Source: an optimization exercise on an open RTL-to-GDS flow (aim: a short achievable clock period and few clock cycles). Production flows keep margins and buffers that such runs may drop.
In this exercise RTL edits were held to simulation tests only and were not proved equivalent to the original.
Power figures rest on the tool's default switching activity, not on a simulated workload.

==> design.v <==
package isaPkg;
	typedef logic [31:0] wordT;     
	typedef logic [4:0]  regAddrT;
	typedef logic [5:0]  opcodeT;
	typedef logic [5:0]  functT;
	localparam opcodeT OpRtype = 6'h00;
	localparam opcodeT OpJal   = 6'h03;
	localparam opcodeT OpBeq   = 6'h04;
	localparam opcodeT OpBne   = 6'h05;
	localparam opcodeT OpAddi  = 6'h08;
	localparam opcodeT OpAndi  = 6'h0c;
	localparam opcodeT OpOri   = 6'h0d;
	localparam opcodeT OpLui   = 6'h0f;
	localparam opcodeT OpLw    = 6'h23;
	localparam opcodeT OpSw    = 6'h2b;
	localparam functT FnJr   = 6'h08;
	localparam functT FnAdd  = 6'h20;
	localparam functT FnSub  = 6'h22;
	localparam functT FnAnd  = 6'h24;
	localparam functT FnOr   = 6'h25;
	localparam functT FnSlt  = 6'h2a;
	localparam functT FnSltu = 6'h2b;
	localparam int RsLsb = 21;
	localparam int RtLsb = 16;
	localparam int RdLsb = 11;
	typedef enum logic [3:0] {
		AluAdd,
		AluSub,
		AluAnd,
		AluOr,
		AluSlt,
		AluSltu,
		AluAndi,
		AluOri,
		AluAddi     
	} aluOpT;
endpackage
package hazardPkg;
	typedef logic [1:0] stageTimeT;
	localparam logic [4:0] ZeroReg = 5'd0;
	localparam logic [4:0] LinkReg = 5'd31;     
endpackage
`timescale 1ns/10ps
module mipsCore #(
	parameter isaPkg::wordT ResetPc = 32'h0000_3000
) (
	input  logic            clk,
	input  logic            reset,
	output isaPkg::wordT    instAddr,
	input  isaPkg::wordT    instData,
	output isaPkg::wordT    dataAddr,
	output isaPkg::wordT    dataWdata,
	output logic            dataWe,
	input  isaPkg::wordT    dataRdata,
	output logic            regWe,
	output isaPkg::regAddrT regAddr,
	output isaPkg::wordT    regWdata,
	output isaPkg::wordT    wbPc
);
	typedef logic [31:0] wordT;
	typedef logic [4:0]  regT;
	wordT pcF;
	wordT instrD, pcD, pcP4D;
	wordT opAE, opBE, stValE, pcE, altPcE, predJrE;
	logic bypAE, bypBE, bypSE, ldSE;
	regT  destE;
	logic ldE, stE, brE, bneE, jrE, predTE, subE, selSumE, selAndE, selOrE, selSltE, selSltuE;
	wordT resM, stDataM, pcM;
	regT  destM;
	logic ldM, stM;
	wordT resW, pcW;
	regT  destW;
	logic weW;
	wordT rf [1:31];
	wordT linkPred;
	logic [5:0] op, fn;
	regT  rs, rt, rd;
	logic isR, rAlu, isJr, isAddi, isAndi, isOri, isLui, isLw, isSw, isBeq, isBne, isJal;
	logic usesRs, usesRt, subD, predT, redirD, stall, mispredict;
	regT  destD;
	wordT immExt, fwdRs, fwdRt, brTarget, targetD, pcP8D;
	assign op = instrD[31:26];
	assign fn = instrD[5:0];
	assign rs = instrD[25:21];
	assign rt = instrD[20:16];
	assign rd = instrD[15:11];
	assign isR    = (op == 6'h00);
	assign rAlu   = isR && (fn == 6'h20 || fn == 6'h22 || fn == 6'h24 || fn == 6'h25 || fn == 6'h2a || fn == 6'h2b);
	assign isJr   = isR && (fn == 6'h08);
	assign isAddi = (op == 6'h08);
	assign isAndi = (op == 6'h0c);
	assign isOri  = (op == 6'h0d);
	assign isLui  = (op == 6'h0f);
	assign isLw   = (op == 6'h23);
	assign isSw   = (op == 6'h2b);
	assign isBeq  = (op == 6'h04);
	assign isBne  = (op == 6'h05);
	assign isJal  = (op == 6'h03);
	assign usesRs = rAlu || isJr || isAddi || isAndi || isOri || isLw || isSw || isBeq || isBne;
	assign usesRt = rAlu || isBeq || isBne;
	assign subD   = rAlu && (fn == 6'h22 || fn == 6'h2a || fn == 6'h2b);
	always_comb begin
		destD = 5'd0;
		if (rAlu)
			destD = rd;
		else if (isAddi || isAndi || isOri || isLui || isLw)
			destD = rt;
		else if (isJal)
			destD = 5'd31;
	end
	always_comb begin
		if (isAndi || isOri)
			immExt = {16'h0000, instrD[15:0]};
		else if (isLui)
			immExt = {instrD[15:0], 16'h0000};
		else if (isJal)
			immExt = 32'd0;
		else
			immExt = {{16{instrD[15]}}, instrD[15:0]};
	end
	function automatic wordT readReg(regT r);
		wordT v;
		if (r == 5'd0)
			v = 32'd0;
		else if (r == destM)
			v = ldM ? dataRdata : resM;
		else if (r == destW)
			v = resW;
		else
			v = rf[r];
		readReg = v;
	endfunction
	assign fwdRs = readReg(rs);
	assign fwdRt = readReg(rt);
	assign pcP8D    = pcP4D + 32'd4;
	assign brTarget = pcP4D + {{14{instrD[15]}}, instrD[15:0], 2'b00};
	assign predT    = (isBeq && rs == rt) || (isBne && rs != rt);
	assign redirD   = isJal || isJr || predT;
	assign targetD  = isJal ? {pcP4D[31:28], instrD[25:0], 2'b00} : isJr ? linkPred : brTarget;
	assign stall = ldE && (destE != 5'd0) &&
		((usesRs && rs == destE) || (usesRt && rt == destE));
	wordT A, B, sum, res, redirPc;
	logic carry, eq, slt, sltu, taken;
	assign A = bypAE ? resM : opAE;
	assign B = bypBE ? (resM ^ {32{subE}}) : opBE;
	assign {carry, sum} = {1'b0, A} + {1'b0, B} + {32'd0, subE};
	assign sltu = !carry;
	assign slt  = (A[31] == B[31]) ? A[31] : sum[31];
	assign eq   = (A == B);
	assign res  = ({32{selSumE}} & sum) | ({32{selAndE}} & (A & B)) | ({32{selOrE}} & (A | B)) |
		{31'd0, (selSltE & slt) | (selSltuE & sltu)};
	assign taken = eq ^ bneE;
	assign mispredict = (brE && (taken != predTE)) || (jrE && (A != predJrE));
	assign redirPc = jrE ? A : altPcE;
	assign instAddr = pcF;
	always_ff @(posedge clk) begin
		if (reset) begin
			pcF      <= ResetPc;
			instrD   <= 32'd0;
			linkPred <= 32'd0;
		end else begin
			if (mispredict)
				pcF <= redirPc;
			else if (!stall)
				pcF <= redirD ? targetD : pcF + 32'd4;
			if (mispredict)
				instrD <= 32'd0;     
			else if (!stall)
				instrD <= instData;
			if (isJal && !stall)
				linkPred <= pcP8D;
		end
	end
	always_ff @(posedge clk) begin
		if (!stall) begin
			pcD   <= pcF;
			pcP4D <= pcF + 32'd4;
		end
	end
	always_ff @(posedge clk) begin
		if (reset || stall) begin
			destE    <= 5'd0;
			ldE      <= 1'b0;
			stE      <= 1'b0;
			brE      <= 1'b0;
			jrE      <= 1'b0;
		end else begin
			destE    <= destD;
			ldE      <= isLw;
			stE      <= isSw;
			brE      <= isBeq || isBne;
			jrE      <= isJr;
		end
	end
	always_ff @(posedge clk) begin
		opAE     <= usesRs ? fwdRs : (isJal ? pcP8D : 32'd0);
		opBE     <= usesRt ? (fwdRt ^ {32{subD}}) : immExt;
		stValE   <= fwdRt;
		bypAE    <= usesRs && rs != 5'd0 && rs == destE;
		bypBE    <= usesRt && rt != 5'd0 && rt == destE;
		bypSE    <= rt != 5'd0 && rt == destE && !ldE;
		ldSE     <= rt != 5'd0 && rt == destE && ldE;
		bneE     <= isBne;
		predTE   <= predT;
		altPcE   <= predT ? pcP8D : brTarget;
		predJrE  <= linkPred;
		subE     <= subD;
		selSumE  <= !(rAlu && (fn == 6'h24 || fn == 6'h25 || fn == 6'h2a || fn == 6'h2b)) && !isAndi && !isOri;
		selAndE  <= (rAlu && fn == 6'h24) || isAndi;
		selOrE   <= (rAlu && fn == 6'h25) || isOri;
		selSltE  <= rAlu && fn == 6'h2a;
		selSltuE <= rAlu && fn == 6'h2b;
		pcE      <= pcD;
	end
	always_ff @(posedge clk) begin
		if (reset) begin
			destM <= 5'd0;
			ldM   <= 1'b0;
			stM   <= 1'b0;
		end else begin
			destM <= destE;
			ldM   <= ldE;
			stM   <= stE;
		end
	end
	always_ff @(posedge clk) begin
		resM    <= res;
		stDataM <= ldSE ? dataRdata : bypSE ? resM : stValE;
		pcM     <= pcE;
	end
	assign dataAddr  = resM;
	assign dataWdata = stDataM;
	assign dataWe    = stM;
	always_ff @(posedge clk) begin
		if (reset) begin
			destW <= 5'd0;
			weW   <= 1'b0;
		end else begin
			destW <= destM;
			weW   <= destM != 5'd0;
		end
	end
	always_ff @(posedge clk) begin
		resW <= ldM ? dataRdata : resM;
		pcW  <= pcM;
	end
	assign regWe    = weW;
	assign regAddr  = destW;
	assign regWdata = resW;
	assign wbPc     = pcW;
	always_ff @(posedge clk) begin
		if (reset) begin
			for (int i = 1; i < 32; i++)
				rf[i] <= 32'd0;
		end else if (weW) begin
			rf[destW] <= resW;
		end
	end
endmodule
==> constraint.sdc <==
create_clock -name core_clock -period 8.0 [get_ports {clk}]
set_input_delay 1.6000 -clock core_clock [delete_from_list [all_inputs] [get_ports {clk}]]
set_output_delay 1.6000 -clock core_clock [all_outputs]
set_load 0.01 [all_outputs]
==> config.mk <==
export PLATFORM = sky130hd
export DESIGN_NAME = mipsCore
export DESIGN_NICKNAME = mipsCore
export VERILOG_FILES = /design/flow/design.v
export SDC_FILE = /design/flow/constraint.sdc
export NUM_CORES = 4
export LEC_CHECK = 0
export CAP_MARGIN = 20
export CORE_MARGIN = 10
export CORE_UTILIZATION = 40
export SETUP_SLACK_MARGIN = 5
export SLEW_MARGIN = 20
==> run.sh <==
#!/bin/bash
# synth_recipe.tcl (not shown) runs the flow's synth.tcl, then flattens the netlist and writes it again
# the make line also repeats each setting of config.mk as NAME=value (left out here)
make -C /OpenROAD-flow-scripts/flow DESIGN_CONFIG=/design/flow/config.mk WORK_HOME=/design/flow/orfs CLKGATE_MAP_FILE= SYNTH_SCRIPT=/design/flow/synth_recipe.tcl finish
==> summary.txt <==
Clocking
  • Clock tree root buffer cell: sky130_fd_sc_hd__clkbuf_16
  • Total clock buffers created by CTS: 173
  • CTS tree: built
  • Clock latency (worst-skew pair): 860 ps
  • Num Clock Sinks: 1,576
  • Clock Pin Slew Worst Setup and Hold Paths: 60 ps
  • Buffers from clock root to sink, at most: 3
  • H-tree depth: 4

Synth
  • Synthesized flop and latch total: 1,576
  • Leading register cell type out of synthesis: sky130_fd_sc_hd__edfxtp_1
  • Basic-gate share of the synthesized area counting and, or, nand and nor cells: 12.8%
  • Post-synth EDFFs: 1,086
  • Xor and xnor area share after synthesis: 2.60%
  • Dominant combinational cell family by area after synthesis: multiplexers
  • Net count after synthesis: 6,162
  • Share of the yosys chip area belonging to registers: 53.4%
  • Area leader, netlist: sky130_fd_sc_hd__edfxtp_1
  • Number of synthesis warnings: 1
  • Compound-cell area share of the yosys netlist: 5.96%
  • Synthesized-area fraction occupied by adder cells: 1.57%
  • FFs w/ async S/R, synth: 0%
  • Syn Inst Count: 5,998
  • Cell area after synthesis: 79,400 µm²
  • Fraction of synthesized cell area taken by the top area cell type: 41.1%
  • Synth top area cells: sky130_fd_sc_hd__edfxtp_1 41%, sky130_fd_sc_hd__mux4_2 18%, sky130_fd_sc_hd__dfxtp_1 12%
  • Post-synth cell types: 82
  • Synthesized area per cell: 13.2 µm²
  • Fraction of synthesized area in multiplexers: 20.5%

Final layout
  • Total Nets Final: 6,707
  • Share of post-route cells with drive strength above 1: 34.4%
  • Final core occ: 51.1%
  • Leading cell type in the layout, fill and taps excluded: sky130_fd_sc_hd__edfxtp_1
  • Post-route cell area: 101,000 µm²
  • Final cell count without fillers: 9,331
  • Synthesis-to-finish area growth: 27.2%
  • Highest-count cells in the layout ignoring fill and taps: 1,086 x sky130_fd_sc_hd__edfxtp_1, 1,003 x sky130_fd_sc_hd__and2_1, 640 x sky130_fd_sc_hd__mux4_2, 379 x sky130_fd_sc_hd__buf_4, 359 x sky130_fd_sc_hd__dfxtp_1

Placement
  • Global placer's final weighted congestion: 1.00
  • Detailed-placement wirelength estimate: 188 mm
  • Standard cell area after detailed placement: 85,100 µm²
  • Total placed cells including tap cells: 8,515
  • Worst slack at placement: 2810 ps
  • Port Buffers: 232

Die
  • Number of primary I/O pins: 233
  • Total Die Area: 217,000 µm²
  • Die Span Y: 466 µm
  • Number of rows in the core area: 163
  • Horizontal die dimension: 466 µm
  • Total core area: 197,000 µm²
  • Starting Density: 40.2%

Power
  • Switching power share of the total: 29.7%
  • Seq pwr share: 42.3%
  • Leakage dissipation: 36.9 nW
  • Sw power: 6.71 mW
  • PwrDens: 224 nW/µm²
  • Share of total power in combinational logic: 21.6%
  • Maximum resistive drop on vdd: 0.000234 V
  • Clock network fraction of design power: 36.1%
  • Final Total Pwr: 22.6 mW
  • P_int: 15.9 mW

STA
  • Post-route clock skew: 64.4 ps
  • Final Slew Violations: 0
  • Final Worst Setup Slack: 4500 ps
  • Time the final worst path needs with I/O delays and setup: 3500 ps
  • Setup TNS: 0 ps
  • Slew at the pin closest to its max-slew limit: 1120 ps
  • Setup-failing EPs final: 0
  • Hold violation total from the final report: 0
  • Worst slack on hold paths: 325 ps
  • Slew headroom: 25.4%
  • Unrepaired setup endpoints after global routing: yes
  • Part of the cycle the worst path needs: 43.8%
  • Highest clock frequency the design can meet: 0.285 GHz

Min path
  • Class of the tightest hold or removal check: flip-flop to flip-flop
  • Worst hold stages: 0

Run
  • Maximum capacitance violations: 0

Route
  • Final routed DRC violation total: 0
  • Number of vias per cell: 6.25
  • Top Layer Used: met5
  • Routed length per instance: 35.6 µm
  • Initial DRC count: 8,545
  • Routed Wire Length: 332 mm
  • Met2 layer wire length in the routed design: 145 mm
  • Via total after detailed routing: 58,290
  • First-pass DRT Iterations: 6
  • Met3 wirelength from detailed routing: 42.7 mm
  • Routed length on met1: 123 mm
  • Number of nets with antenna violations after detailed routing: 0

Global routing
  • Initial antenna violation count: 24
  • Total global routing overflow: 0
  • Aggregate global-route resource usage: 29.3%
  • Via count of the first global-routing pass: 56,382
  • Wire length of the first global-routing pass: 451 mm
  • Largest net degree at the start of global routing: 65

Setup path
  • Critical path, cell by cell: buf_12, buf_16, mux2i_4, inv_2, ha_4, nor4_4, nand4_1, nor2_2, xnor2_1, nand2_1, buf_12, and2_4, buf_12, nand2_8, buf_12, a21oi_4
  • Endpoint type of the worst setup path: flip-flop
  • Crit path max fanout: 8
  • Startpoint kind of the worst setup timing path: flip-flop
  • Cell seen most often among critical-path stages: sky130_fd_sc_hd__buf_12
  • Start-to-end type of the worst setup path: flip-flop to flip-flop
  • Worst path top cell family by delay: simple AND/OR/NAND/NOR gates
  • CP Data Arrival Time: 4230 ps
  • Levels on crit path: 16
  • Worst reg2reg path depth: 16
  • Worst path slowest cell: sky130_fd_sc_hd__dfxtp_4
  • Critical path data required time: 8730 ps
  • Max incr delay on CP: 480 ps
  • Critical path buffers and inverters: 6

Outcome
  • Status: complete, no violations
power groups by stage:
stage               Clock [mW]  Combinational, mW  Sequential (mW)
finish                    8.16               4.87             9.55
CTS                       8.19               4.46             9.53
global placement             0               3.23             9.71
global route              8.54               5.00             9.59
detailed placement           0               3.24             9.73
floorplan                    0               1.73             9.62
registers in the layout, indices dropped and copies added (netlist names), 5 cells and up, named ones only:
register	flops
rf	1024
altPcE	32
instrD	32
linkPred	32
opAE	32
opBE	32
pcD	32
pcF	32
pcM	32
pcW	32
predJrE	32
resM	32
resW	32
stDataM	32
stValE	32
pcE	30
pcP4D	30
destE	5
destM	5
destW	5
per-layer routing:
layer | track usage [%] | up-vias
li1 | - | 23556
met1 | 38.0 | 29837
met2 | 43.5 | 4041
met3 | 9.21 | 842
met4 | 16.2 | 14
met5 | 0 | -
cell families after synthesis:
logic type / after synthesis
adders and majority gates: 98
buffers and inverters: 654
DFF: 1576
muxes: 813
AOI/OAI and AO/OA: 756
and+or+nand+nor: 1865
xor gates and xnor gates: 236
what timing repair did:
item / in CTS / in global routing
buffers inserted: 259 / 141
hold buffers: 0 / 0
gates cloned: 74 / 19
pin swaps: 75 / 148
endpoints found under the setup margin: 1932 / 1822
resized for setup: 1545 / 357
cell usage after synthesis, types with 57 or more instances:
| library cell | count |
|---|---|
| sky130_fd_sc_hd__edfxtp_1 | 1086 |
| sky130_fd_sc_hd__and2_1 | 1005 |
| sky130_fd_sc_hd__mux4_2 | 640 |
| sky130_fd_sc_hd__dfxtp_1 | 490 |
| sky130_fd_sc_hd__clkbuf_1 | 429 |
| sky130_fd_sc_hd__nand2_1 | 330 |
| sky130_fd_sc_hd__nor2_1 | 261 |
| sky130_fd_sc_hd__a21oi_1 | 228 |
| sky130_fd_sc_hd__xnor2_1 | 179 |
| sky130_fd_sc_hd__o21ai_0 | 166 |
| sky130_fd_sc_hd__mux2i_1 | 137 |
| sky130_fd_sc_hd__inv_1 | 124 |
| sky130_fd_sc_hd__ha_1 | 95 |
| sky130_fd_sc_hd__xor2_1 | 57 |
worst paths after layout:
| check | startpoint | endpoint | slack (ps) |
|---|---|---|---|
| max reg2reg | bypAE | flip-flop | 4500 |
| min | pcE[26] | pcM[26] | 330 |
| max | bypAE | flip-flop | 4500 |
| min reg2reg | pcE[26] | pcM[26] | 330 |
area by class of cell:
class,instances,area [µm²]
well taps,2640,3300
clock inverters,82,972
repair buffers,894,11000
multi-input cells,3772,37600
clock buffers,231,4730
flip-flops and latches,1576,42900
fillers,16583,96500
diodes,10,25.0
inverters,126,494
Testbench counts, summed over its fixed seeds: cycles 44,776.

-- afterwards: timing with drivers on the ports --
The flow's constraints put no driver on any port. The routed layout listed below was extracted and timed again, unchanged, in two steps.
Step 1 sets driving cells, clkbuf_16 on the clock port and buf_2 on the other inputs (assumed; they add their load-dependent delay and slew).
Step 2 moves the port delays by t, midway between the first and last clock arrival at a register: inputs arrive t later, outputs are due t later. That takes back most of the time a late clock gives input paths.
Three values: ideal ports, drivers, drivers and shift; two values: the first two.
shift t [ns]: 0.931
slack for setup (ns): 4.497 / 4.497 / 4.100
worst register clock-pin slew, ns: 0.07 / 0.07
After both steps setup and hold are still met in this run. The setup slack of this run moves by 0.000 ns with the drivers and by -0.397 ns with both steps.
